Context: an optimization exercise on an open-source flow, tuned for small area, a short achievable clock period and few clock cycles. The choices shown serve that exercise and are no tape-out recipe. Where RTL was checked, it was by simulation tests only, not by an equivalence proof against the original. Power is estimated from default activity; no workload was simulated.

==> flow/design.v <==
package cnn_axi_pkg;
  localparam logic [1:0] RESP_OKAY     = 2'b00;
  localparam logic [1:0] BURST_INCR    = 2'b01;
  localparam logic [3:0] CACHE_DEFAULT = 4'b0011;
  localparam logic [2:0] SIZE_16B      = 3'b100;
endpackage
module cnn_beat_skid #(
  parameter int DW = 128,
  parameter int IW = 60
) (
  input  logic          clk_i,
  input  logic          rst_ni,
  input  logic          idle_i,        
  input  logic [IW-1:0] head_init_i,
  input  logic [IW-1:0] skid_init_i,
  input  logic          head_hold_i,   
  input  logic          skid_hold_i,   
  input  logic          in_valid_i,
  output logic          in_ready_o,
  input  logic [DW-1:0] in_data_i,
  output logic          out_valid_o,
  input  logic          out_ready_i,
  output logic [DW-1:0] out_data_o,
  output logic [DW-1:0] skid_data_o
);
  logic          head_v_q, skid_v_q;
  logic [DW-1:0] head_q, skid_q;
  logic          in_hs, head_load;
  assign in_ready_o  = ~skid_v_q;
  assign out_valid_o = head_v_q;
  assign out_data_o  = head_q;
  assign skid_data_o = skid_q;
  assign in_hs     = in_valid_i & ~skid_v_q;
  assign head_load = ~head_hold_i & (~head_v_q | out_ready_i);
  always_ff @(posedge clk_i or negedge rst_ni) begin
    if (!rst_ni) begin
      head_v_q <= 1'b0;
      skid_v_q <= 1'b0;
    end else if (head_load) begin
      head_v_q <= skid_v_q | in_hs;
      skid_v_q <= 1'b0;
    end else begin
      skid_v_q <= skid_v_q | in_hs;
    end
  end
  always_ff @(posedge clk_i) begin
    if (idle_i)
      head_q <= {head_q[DW-1:IW], head_init_i};
    else if (head_load)
      head_q <= skid_v_q ? skid_q : in_data_i;
    if (idle_i)
      skid_q <= {skid_q[DW-1:IW], skid_init_i};
    else if (!(skid_v_q | skid_hold_i))
      skid_q <= in_data_i;
  end
endmodule
module cnn_axi_burst_master #(
  parameter int C_M_AXI_ID_WIDTH   = 12,
  parameter int C_M_AXI_ADDR_WIDTH = 64,
  parameter int C_M_AXI_DATA_WIDTH = 128,
  parameter int BURST_LEN          = 16,
  parameter int ID_VALUE           = 0
) (
  input  logic                            M_AXI_ACLK,
  input  logic                            M_AXI_ARESETN,
  input  logic                            INIT_AXI_TXN,
  input  logic [C_M_AXI_ADDR_WIDTH-1:0]   input_Addr_Offset,
  input  logic [C_M_AXI_ADDR_WIDTH-1:0]   output_Addr_Offset,
  output logic                            TXN_DONE,
  output logic                            ERROR,
  output logic [C_M_AXI_ID_WIDTH-1:0]     M_AXI_ARID,
  output logic [C_M_AXI_ADDR_WIDTH-1:0]   M_AXI_ARADDR,
  output logic [7:0]                      M_AXI_ARLEN,
  output logic [2:0]                      M_AXI_ARSIZE,
  output logic [1:0]                      M_AXI_ARBURST,
  output logic                            M_AXI_ARLOCK,
  output logic [3:0]                      M_AXI_ARCACHE,
  output logic [2:0]                      M_AXI_ARPROT,
  output logic [3:0]                      M_AXI_ARQOS,
  output logic                            M_AXI_ARVALID,
  input  logic                            M_AXI_ARREADY,
  input  logic [C_M_AXI_ID_WIDTH-1:0]     M_AXI_RID,
  input  logic [C_M_AXI_DATA_WIDTH-1:0]   M_AXI_RDATA,
  input  logic [1:0]                      M_AXI_RRESP,
  input  logic                            M_AXI_RLAST,
  input  logic                            M_AXI_RVALID,
  output logic                            M_AXI_RREADY,
  output logic [C_M_AXI_ID_WIDTH-1:0]     M_AXI_AWID,
  output logic [C_M_AXI_ADDR_WIDTH-1:0]   M_AXI_AWADDR,
  output logic [7:0]                      M_AXI_AWLEN,
  output logic [2:0]                      M_AXI_AWSIZE,
  output logic [1:0]                      M_AXI_AWBURST,
  output logic                            M_AXI_AWLOCK,
  output logic [3:0]                      M_AXI_AWCACHE,
  output logic [2:0]                      M_AXI_AWPROT,
  output logic [3:0]                      M_AXI_AWQOS,
  output logic                            M_AXI_AWVALID,
  input  logic                            M_AXI_AWREADY,
  output logic [C_M_AXI_DATA_WIDTH-1:0]   M_AXI_WDATA,
  output logic [C_M_AXI_DATA_WIDTH/8-1:0] M_AXI_WSTRB,
  output logic                            M_AXI_WLAST,
  output logic                            M_AXI_WVALID,
  input  logic                            M_AXI_WREADY,
  input  logic [C_M_AXI_ID_WIDTH-1:0]     M_AXI_BID,
  input  logic [1:0]                      M_AXI_BRESP,
  input  logic                            M_AXI_BVALID,
  output logic                            M_AXI_BREADY
);
  localparam int CW = (BURST_LEN > 1) ? $clog2(BURST_LEN) : 1;
  localparam logic [CW-1:0] LAST_BEAT = CW'(BURST_LEN - 1);
  localparam int LO = $clog2(C_M_AXI_DATA_WIDTH / 8);    
  logic busy_q, done_q, err_q, arvalid_q, awvalid_q, bwait_q, wlast_q;
  logic [CW-1:0] rcnt_q, wcnt_q;
  localparam int IW = C_M_AXI_ADDR_WIDTH - LO;
  logic [C_M_AXI_DATA_WIDTH-1:0] skid_data;
  logic start, bad_in, bad_out, bad;
  logic r_hs, w_hs, b_hs, r_bad;
  logic wvalid, rready;
  logic unused_ids;
  assign unused_ids = ^{M_AXI_RID, M_AXI_BID};
  assign bad_in  = (|input_Addr_Offset[LO-1:0])
                 | ((&input_Addr_Offset[11:8]) & (|input_Addr_Offset[7:LO]));
  assign bad_out = (|output_Addr_Offset[LO-1:0])
                 | ((&output_Addr_Offset[11:8]) & (|output_Addr_Offset[7:LO]));
  assign bad     = bad_in | bad_out;
  assign start   = INIT_AXI_TXN & ~busy_q;
  assign r_hs  = M_AXI_RVALID & rready;
  assign w_hs  = wvalid & M_AXI_WREADY;
  assign b_hs  = M_AXI_BVALID & bwait_q;
  assign r_bad = (M_AXI_RRESP != cnn_axi_pkg::RESP_OKAY)
               | (M_AXI_RLAST != (rcnt_q == LAST_BEAT));
  cnn_beat_skid #(.DW(C_M_AXI_DATA_WIDTH), .IW(IW)) u_buf (
    .clk_i       (M_AXI_ACLK),
    .rst_ni      (M_AXI_ARESETN),
    .idle_i      (~busy_q),
    .head_init_i (output_Addr_Offset[C_M_AXI_ADDR_WIDTH-1:LO]),
    .skid_init_i (input_Addr_Offset[C_M_AXI_ADDR_WIDTH-1:LO]),
    .head_hold_i (awvalid_q & ~M_AXI_AWREADY),
    .skid_hold_i (arvalid_q),
    .in_valid_i  (M_AXI_RVALID),
    .in_ready_o  (rready),
    .in_data_i   (M_AXI_RDATA),
    .out_valid_o (wvalid),
    .out_ready_i (M_AXI_WREADY),
    .out_data_o  (M_AXI_WDATA),
    .skid_data_o (skid_data)
  );
  assign M_AXI_RREADY  = rready;
  assign M_AXI_WVALID  = wvalid;
  assign M_AXI_WLAST   = wlast_q;
  assign M_AXI_WSTRB   = '1;
  assign M_AXI_BREADY  = bwait_q;
  assign M_AXI_ARVALID = arvalid_q;
  assign M_AXI_AWVALID = awvalid_q;
  assign TXN_DONE      = done_q;
  assign ERROR         = err_q;
  assign M_AXI_ARID    = C_M_AXI_ID_WIDTH'(ID_VALUE);
  assign M_AXI_ARADDR  = {skid_data[IW-1:0], LO'(0)};
  assign M_AXI_ARLEN   = 8'(BURST_LEN - 1);
  assign M_AXI_ARSIZE  = cnn_axi_pkg::SIZE_16B;
  assign M_AXI_ARBURST = cnn_axi_pkg::BURST_INCR;
  assign M_AXI_ARLOCK  = 1'b0;
  assign M_AXI_ARCACHE = cnn_axi_pkg::CACHE_DEFAULT;
  assign M_AXI_ARPROT  = 3'b000;
  assign M_AXI_ARQOS   = 4'd0;
  assign M_AXI_AWID    = C_M_AXI_ID_WIDTH'(ID_VALUE);
  assign M_AXI_AWADDR  = {M_AXI_WDATA[IW-1:0], LO'(0)};
  assign M_AXI_AWLEN   = 8'(BURST_LEN - 1);
  assign M_AXI_AWSIZE  = cnn_axi_pkg::SIZE_16B;
  assign M_AXI_AWBURST = cnn_axi_pkg::BURST_INCR;
  assign M_AXI_AWLOCK  = 1'b0;
  assign M_AXI_AWCACHE = cnn_axi_pkg::CACHE_DEFAULT;
  assign M_AXI_AWPROT  = 3'b000;
  assign M_AXI_AWQOS   = 4'd0;
  always_ff @(posedge M_AXI_ACLK or negedge M_AXI_ARESETN) begin
    if (!M_AXI_ARESETN) begin
      busy_q    <= 1'b0;
      done_q    <= 1'b0;
      err_q     <= 1'b0;
      arvalid_q <= 1'b0;
      awvalid_q <= 1'b0;
      bwait_q   <= 1'b0;
      wlast_q   <= 1'b0;
      rcnt_q    <= '0;
      wcnt_q    <= '0;
    end else begin
      busy_q    <= start | (busy_q & ~done_q);
      done_q    <= (start & bad) | b_hs;
      arvalid_q <= (start & ~bad) | (arvalid_q & ~M_AXI_ARREADY);
      awvalid_q <= (start & ~bad) | (awvalid_q & ~M_AXI_AWREADY);
      bwait_q   <= (bwait_q & ~M_AXI_BVALID) | (w_hs & wlast_q);
      if (start)
        err_q <= bad;
      else if ((r_hs & r_bad) | (b_hs & (M_AXI_BRESP != cnn_axi_pkg::RESP_OKAY)))
        err_q <= 1'b1;
      if (r_hs) rcnt_q <= rcnt_q + 1'b1;
      if (w_hs) begin
        wcnt_q  <= wcnt_q + 1'b1;
        wlast_q <= (wcnt_q == LAST_BEAT - 1'b1);
      end
    end
  end
endmodule
clock: 5.5 ns
lec_check: 0
cap_margin: 20
core_margin: 2
core_utilization: 40
slew_margin: 20
standard.sh (not shown) runs the stock make flow with config.mk's settings and CLKGATE_MAP_FILE= SYNTH_SCRIPT=/design/flow/synth_recipe.tcl, a recipe that flattens the netlist after the stock synthesis.
==> flow/flow/run.sh <==
#!/bin/bash
# Standard ORFS layout with two changes: ports are buffered with the
# smallest plain buffer instead of the default delay buffer, and CTS adds
# no dummy clock loads.
set -euo pipefail
export BUFFER_PORTS_ARGS="-buffer_cell sky130_fd_sc_hd__buf_1"
export CTS_ARGS="-sink_clustering_enable -repair_clock_nets -dont_use_dummy_load"
bash standard.sh > standard.log 2>&1
Testbench counts at the start, summed over its fixed seeds: cycles 9,948.
Then changed:
--- a/flow/design.v
+++ b/flow/design.v
@@ -20,30 +20,33 @@
   input  logic [DW-1:0] in_data_i,
   output logic          out_valid_o,
   input  logic          out_ready_i,
   output logic [DW-1:0] out_data_o,
   output logic [DW-1:0] skid_data_o
 );
-  logic          head_v_q, skid_v_q;
+  logic          head_v_q, skid_v_q, ready_q;
   logic [DW-1:0] head_q, skid_q;
   logic          in_hs, head_load;
-  assign in_ready_o  = ~skid_v_q;
+  assign in_ready_o  = ready_q;
   assign out_valid_o = head_v_q;
   assign out_data_o  = head_q;
   assign skid_data_o = skid_q;
   assign in_hs     = in_valid_i & ~skid_v_q;
   assign head_load = ~head_hold_i & (~head_v_q | out_ready_i);
   always_ff @(posedge clk_i or negedge rst_ni) begin
     if (!rst_ni) begin
       head_v_q <= 1'b0;
       skid_v_q <= 1'b0;
+      ready_q  <= 1'b1;
     end else if (head_load) begin
       head_v_q <= skid_v_q | in_hs;
       skid_v_q <= 1'b0;
+      ready_q  <= 1'b1;
     end else begin
       skid_v_q <= skid_v_q | in_hs;
+      ready_q  <= ~(skid_v_q | in_hs);
     end
   end
   always_ff @(posedge clk_i) begin
     if (idle_i)
       head_q <= {head_q[DW-1:IW], head_init_i};
     else if (head_load)
Result: The changed run completed without violations. Clock power stays flat. Setup slack gains 300 ps. Core utilization is lower by 0.65 points. Power shrinks slightly. Clock-buffer cell count is unchanged. Die area climbs slightly. Final cell count rises by a few percent. Design area rises slightly. Clock skew grows by 7.3 ps. Register-to-register slack got worse by 40 ps. Wire length is lower by a few percent. Via count barely changes. Sequential power is about the same. Synthesized cell count stays flat.
Testbench counts after the change, summed over its fixed seeds: cycles 9,948.

Setup of fjord:
cnn_axi_burst_master, a different RTL version from the one above (not shown whole).
Size in the first run: roughly 830 cells after synthesis, roughly 280 flip-flops, roughly 650 I/O pins.
export LEC_CHECK = 0
export CAP_MARGIN = 20
export CORE_MARGIN = 2
export CORE_UTILIZATION = 40
export SETUP_SLACK_MARGIN = 3.3
export SLEW_MARGIN = 20
create_clock -name core_clock -period 5.5 [get_ports {M_AXI_ACLK}]
==> flow/flow/run.sh <==
#!/bin/bash
# Standard ORFS layout with these changes: ports are buffered with the
# smallest plain buffer instead of the default delay buffer; one tie cell
# of each kind drives all constant outputs; CTS adds no dummy clock loads
# and clusters more sinks per leaf buffer.
set -euo pipefail
export BUFFER_PORTS_ARGS="-buffer_cell sky130_fd_sc_hd__buf_1"
export SKIP_REPAIR_TIE_FANOUT=1
export CTS_ARGS="-sink_clustering_enable -repair_clock_nets -dont_use_dummy_load -sink_clustering_size 30 -sink_clustering_max_diameter 150"
bash standard.sh > standard.log 2>&1
Testbench counts of fjord, summed over its fixed seeds: cycles 9,948.
Here is what was changed in the inputs of harbor compared with fjord.
diff --git a/flow/design.v b/flow/design.v
--- a/flow/design.v
+++ b/flow/design.v
@@ -9,22 +9,23 @@
   parameter int IW = 120
 ) (
   input  logic          clk_i,
   input  logic          rst_ni,
   input  logic          idle_i,        
   input  logic [IW-1:0] init_i,
+  input  logic          hold_i,        
   input  logic          hold_d_i,      
   input  logic          in_valid_i,
   output logic          in_ready_o,
   input  logic [DW-1:0] in_data_i,
   output logic          out_valid_o,
   input  logic          out_ready_i,
   output logic [DW-1:0] out_data_o,
   output logic [DW-1:0] skid_data_o
 );
-  logic          head_v_q, skid_v_q, ready_q, free_q, skid_en_q;
+  logic          head_v_q, skid_v_q, ready_q, free_q;
   logic          head_v_d, skid_v_d;
   logic [DW-1:0] head_q, skid_q;
   logic          in_hs, head_load;
   assign in_ready_o  = ready_q;
   assign out_valid_o = head_v_q;
   assign out_data_o  = head_q;
@@ -41,27 +42,25 @@
     end
   end
   always_ff @(posedge clk_i or negedge rst_ni) begin
     if (!rst_ni) begin
       head_v_q <= 1'b0;
       skid_v_q <= 1'b0;
-      ready_q  <= 1'b0;
+      ready_q  <= 1'b1;
       free_q   <= 1'b1;
-      skid_en_q <= 1'b1;
     end else begin
       head_v_q <= head_v_d;
       skid_v_q <= skid_v_d;
       ready_q  <= ~head_v_d | ~(skid_v_d | hold_d_i);
       free_q   <= ~head_v_d;
-      skid_en_q <= ~(skid_v_d | hold_d_i);
     end
   end
   always_ff @(posedge clk_i) begin
     if (head_load)
       head_q <= skid_v_q ? skid_q : in_data_i;
-    if (skid_en_q)
+    if (!(skid_v_q | hold_i))
       skid_q <= idle_i ? {in_data_i[DW-1:IW], init_i} : in_data_i;
   end
 endmodule
 module cnn_axi_burst_master #(
   parameter int C_M_AXI_ID_WIDTH   = 12,
   parameter int C_M_AXI_ADDR_WIDTH = 64,
@@ -141,12 +140,13 @@
   cnn_beat_skid #(.DW(C_M_AXI_DATA_WIDTH), .IW(2 * IW)) u_buf (
     .clk_i       (M_AXI_ACLK),
     .rst_ni      (M_AXI_ARESETN),
     .idle_i      (~busy_q),
     .init_i      ({output_Addr_Offset[C_M_AXI_ADDR_WIDTH-1:LO],
                    input_Addr_Offset[C_M_AXI_ADDR_WIDTH-1:LO]}),
+    .hold_i      (arvalid_q | awvalid_q),
     .hold_d_i    (arvalid_d | awvalid_d),
     .in_valid_i  (M_AXI_RVALID),
     .in_ready_o  (rready),
     .in_data_i   (M_AXI_RDATA),
     .out_valid_o (wvalid),
     .out_ready_i (M_AXI_WREADY),
### Flow results
- Of harbor and fjord, it is harbor that has the lower worst setup slack.
- Delta (harbor minus fjord): post-synth design cell area flat, number of nets at the end of the flow down 6, total wirelength of the detailed-routed design down 3.7%.
- The first-pass GRT wire length of harbor is lower than that of fjord.
- Relative to fjord, the met1 wire length measured on harbor has decreased by a few percent.
For harbor, only the layout was checked, not whether the RTL still works.

Setup of the reference run:
cnn_axi_burst_master, a different RTL version from the one above (not shown whole).
Size: roughly 140 flip-flops, ~650 I/O pins, about 6800 um^2 of cells after synthesis.
Settings: LEC_CHECK=0, CAP_MARGIN=20, CORE_AREA=2.5 2.5 127.5 127.5, DIE_AREA=0 0 130 130, SETUP_SLACK_MARGIN=3.3, SLEW_MARGIN=20; clock period 5.5 ns.
==> flow/flow/run.sh <==
#!/bin/bash
# Standard ORFS layout with these changes: ports are buffered with the
# smallest plain buffer instead of the default delay buffer; one tie cell
# of each kind drives all constant outputs; pins sit one track apart
# (the die is small), with the clock pin placed alone mid left edge; CTS
# adds no dummy clock loads, clusters more sinks per leaf buffer, and
# uses a clkbuf_16 root and clkbuf_8 leaves.
set -euo pipefail
HERE=$(cd "$(dirname "$0")" && pwd)
export BUFFER_PORTS_ARGS="-buffer_cell sky130_fd_sc_hd__buf_1"
export SKIP_REPAIR_TIE_FANOUT=1
export IO_CONSTRAINTS="$HERE/io.tcl"
export PLACE_PINS_ARGS="-min_distance 1 -min_distance_in_tracks -exclude left:62-68"
export CTS_ARGS='-sink_clustering_enable -repair_clock_nets -dont_use_dummy_load -sink_clustering_size 30 -sink_clustering_max_diameter 150 -root_buf sky130_fd_sc_hd__clkbuf_16 -buf_list {sky130_fd_sc_hd__clkbuf_8}'
bash standard.sh > standard.log 2>&1
==> flow/flow/io.tcl <==
# Put the clock pin in the middle of the left edge; place_pins keeps the
# other pins out of a band around it (PLACE_PINS_ARGS -exclude).
place_pin -pin_name M_AXI_ACLK -layer met3 -location {0 65} -force_to_die_boundary
Testbench counts of the reference run, summed over its fixed seeds: cycles 13,992.
Here is what was changed in the inputs of the trial run compared with the reference run.
--- a/flow/design.v
+++ b/flow/design.v
@@ -9,30 +9,32 @@
   parameter int IW = 120
 ) (
   input  logic          clk_i,
   input  logic          rst_ni,
   input  logic          idle_d_i,      
   input  logic [IW-1:0] init_i,
   input  logic          hold_d_i,      
   input  logic          in_valid_i,
   output logic          in_ready_o,
+  output logic          in_take_o,     
   input  logic [DW-1:0] in_data_i,
   output logic          out_valid_o,
   input  logic          out_ready_i,
   output logic [DW-1:0] data_o
 );
   logic          valid_q, valid_d, ready_q, ready_d;
   logic          sel_init_q, sel_in_q, sel_hold_q;
   logic [DW-1:0] data_q;
   assign in_ready_o  = ready_q;
   assign out_valid_o = valid_q;
   assign data_o      = data_q;
-  assign valid_d = valid_q ? ~out_ready_i : (in_valid_i & ready_q);
+  assign in_take_o = sel_in_q;
+  assign valid_d = valid_q ? ~out_ready_i : (in_valid_i & sel_in_q);
   assign ready_d = ~valid_d & ~hold_d_i;
   always_ff @(posedge clk_i or negedge rst_ni) begin
     if (!rst_ni) begin
       valid_q    <= 1'b0;
       ready_q    <= 1'b0;
       sel_init_q <= 1'b1;
       sel_in_q   <= 1'b0;
       sel_hold_q <= 1'b0;
     end else begin
@@ -99,47 +101,49 @@
   input  logic [C_M_AXI_ID_WIDTH-1:0]     M_AXI_BID,
   input  logic [1:0]                      M_AXI_BRESP,
   input  logic                            M_AXI_BVALID,
   output logic                            M_AXI_BREADY
 );
   localparam int CW = (BURST_LEN > 1) ? $clog2(BURST_LEN) : 1;
   localparam logic [CW-1:0] LAST_BEAT = CW'(BURST_LEN - 1);
   localparam int LO = $clog2(C_M_AXI_DATA_WIDTH / 8);    
   logic busy_q, busy_d, done_q, err_q, arvalid_q, awvalid_q, bwait_q, wlast_q;
-  logic [CW-1:0] wcnt_q;
+  logic [CW-1:0] rcnt_q;
   localparam int IW = C_M_AXI_ADDR_WIDTH - LO;
   logic [C_M_AXI_DATA_WIDTH-1:0] buf_data;
   logic arvalid_d, awvalid_d;
   logic start, bad_in, bad_out, bad;
-  logic r_hs, w_hs, b_hs, r_bad;
-  logic wvalid, rready;
+  logic r_hs, w_hs, b_hs, r_bad, r_last;
+  logic wvalid, rready, r_take;
   logic unused_ids;
   assign unused_ids = ^{M_AXI_RID, M_AXI_BID};
   assign bad_in  = (|input_Addr_Offset[LO-1:0])
                  | ((&input_Addr_Offset[11:8]) & (|input_Addr_Offset[7:LO]));
   assign bad_out = (|output_Addr_Offset[LO-1:0])
                  | ((&output_Addr_Offset[11:8]) & (|output_Addr_Offset[7:LO]));
   assign bad     = bad_in | bad_out;
   assign start   = INIT_AXI_TXN & ~busy_q;
-  assign r_hs  = M_AXI_RVALID & rready;
-  assign w_hs  = wvalid & M_AXI_WREADY;
-  assign b_hs  = M_AXI_BVALID & bwait_q;
-  assign r_bad = (M_AXI_RRESP != cnn_axi_pkg::RESP_OKAY)
-               | (M_AXI_RLAST != wlast_q);
+  assign r_hs   = M_AXI_RVALID & r_take;
+  assign w_hs   = wvalid & M_AXI_WREADY;
+  assign b_hs   = M_AXI_BVALID & bwait_q;
+  assign r_last = (rcnt_q == LAST_BEAT);
+  assign r_bad  = (M_AXI_RRESP != cnn_axi_pkg::RESP_OKAY)
+                | (M_AXI_RLAST != r_last);
   cnn_beat_reg #(.DW(C_M_AXI_DATA_WIDTH), .IW(2 * IW)) u_buf (
     .clk_i       (M_AXI_ACLK),
     .rst_ni      (M_AXI_ARESETN),
     .idle_d_i    (~busy_d),
     .init_i      ({output_Addr_Offset[C_M_AXI_ADDR_WIDTH-1:LO],
                    input_Addr_Offset[C_M_AXI_ADDR_WIDTH-1:LO]}),
     .hold_d_i    (arvalid_d | awvalid_d),
     .in_valid_i  (M_AXI_RVALID),
     .in_ready_o  (rready),
+    .in_take_o   (r_take),
     .in_data_i   (M_AXI_RDATA),
     .out_valid_o (wvalid),
     .out_ready_i (M_AXI_WREADY),
     .data_o      (buf_data)
   );
   assign M_AXI_RREADY  = rready;
   assign M_AXI_WVALID  = wvalid;
   assign M_AXI_WDATA   = buf_data;
   assign M_AXI_WLAST   = wlast_q;
@@ -173,27 +177,27 @@
   always_ff @(posedge M_AXI_ACLK or negedge M_AXI_ARESETN) begin
     if (!M_AXI_ARESETN) begin
       busy_q    <= 1'b0;
       done_q    <= 1'b0;
       err_q     <= 1'b0;
       arvalid_q <= 1'b0;
       awvalid_q <= 1'b0;
       bwait_q   <= 1'b0;
       wlast_q   <= 1'b0;
-      wcnt_q    <= '0;
+      rcnt_q    <= '0;
     end else begin
       busy_q    <= busy_d;
       done_q    <= (start & bad) | b_hs;
       arvalid_q <= arvalid_d;
       awvalid_q <= awvalid_d;
       bwait_q   <= (bwait_q & ~M_AXI_BVALID) | (w_hs & wlast_q);
       if (start)
         err_q <= bad;
       else if ((r_hs & r_bad) | (b_hs & (M_AXI_BRESP != cnn_axi_pkg::RESP_OKAY)))
         err_q <= 1'b1;
-      if (w_hs) begin
-        wcnt_q  <= wcnt_q + 1'b1;
-        wlast_q <= (wcnt_q == LAST_BEAT - 1'b1);
+      if (r_hs) begin
+        rcnt_q  <= rcnt_q + 1'b1;
+        wlast_q <= r_last;
       end
     end
   end
 endmodule
Results
The trial run ends up with higher multiplexer share of the synthesized area than the reference run does.
Diff the reference run -> the trial run: multi-input combinational gate total decreased by 3 relative to the old numbers; total of flip-flops plus latches after synthesis closely matched the old numbers; routed wire length on met3 decreased by 17% relative to the old numbers; total DRC errors in the routed layout closely matched the old numbers; met2 capacity usage during global routing increased by 1.3 points relative to the old numbers.
Number of hold buffers added after CTS came out exactly the same in the reference run and the trial run.
Testbench counts of the trial run, summed over its fixed seeds: cycles 13,992.

## static timing again, ports no longer ideal
No port has a modelled driver above. Below, the same layouts with a new extraction and two added sets of constraints.
Step 1: set_driving_cell puts a clkbuf_16 on M_AXI_ACLK and a buf_2 on each other input, an assumption about the parent block.
Step 2, shift: input delay + t, output delay - t, t = (earliest + latest rising clock arrival at the registers) / 2. This alone moves slack from input paths to output paths.
Slacks: no drivers / after step 1 / after step 2; pairs: no drivers / after step 1.
run | t, ns | setup slack, ns | hold WS [ns] | latest minus earliest clock arrival (ns) | worst data-port slew with drivers (ns)
the first run of note 1 | 0.589 | 2.205 / 2.149 / 2.177 | 0.477 / 0.477 / 0.477 | 0.043 / 0.043 | 0.11
the second run of note 1 | 0.595 | 2.505 / 2.505 / 2.411 | 0.443 / 0.443 / 0.443 | 0.049 / 0.049 | 0.12
fjord | 0.532 | 3.237 / 3.186 / 2.899 | 0.447 / 0.447 / 0.447 | 0.042 / 0.042 | 0.13
harbor | 0.511 | 3.232 / 3.181 / 2.909 | 0.485 / 0.485 / 0.485 | 0.075 / 0.074 | 0.15
the reference run | 0.389 | 3.412 / 3.382 / 3.109 | 0.470 / 0.470 / 0.470 | 0.028 / 0.028 | 0.07
the trial run | 0.387 | 3.438 / 3.406 / 3.283 | 0.467 / 0.467 / 0.467 | 0.024 / 0.025 | 0.09
After both steps setup and hold are still met in every run listed. For fjord, which loses most, drivers alone change the setup slack by -0.051 ns; drivers and shift together by -0.338 ns.
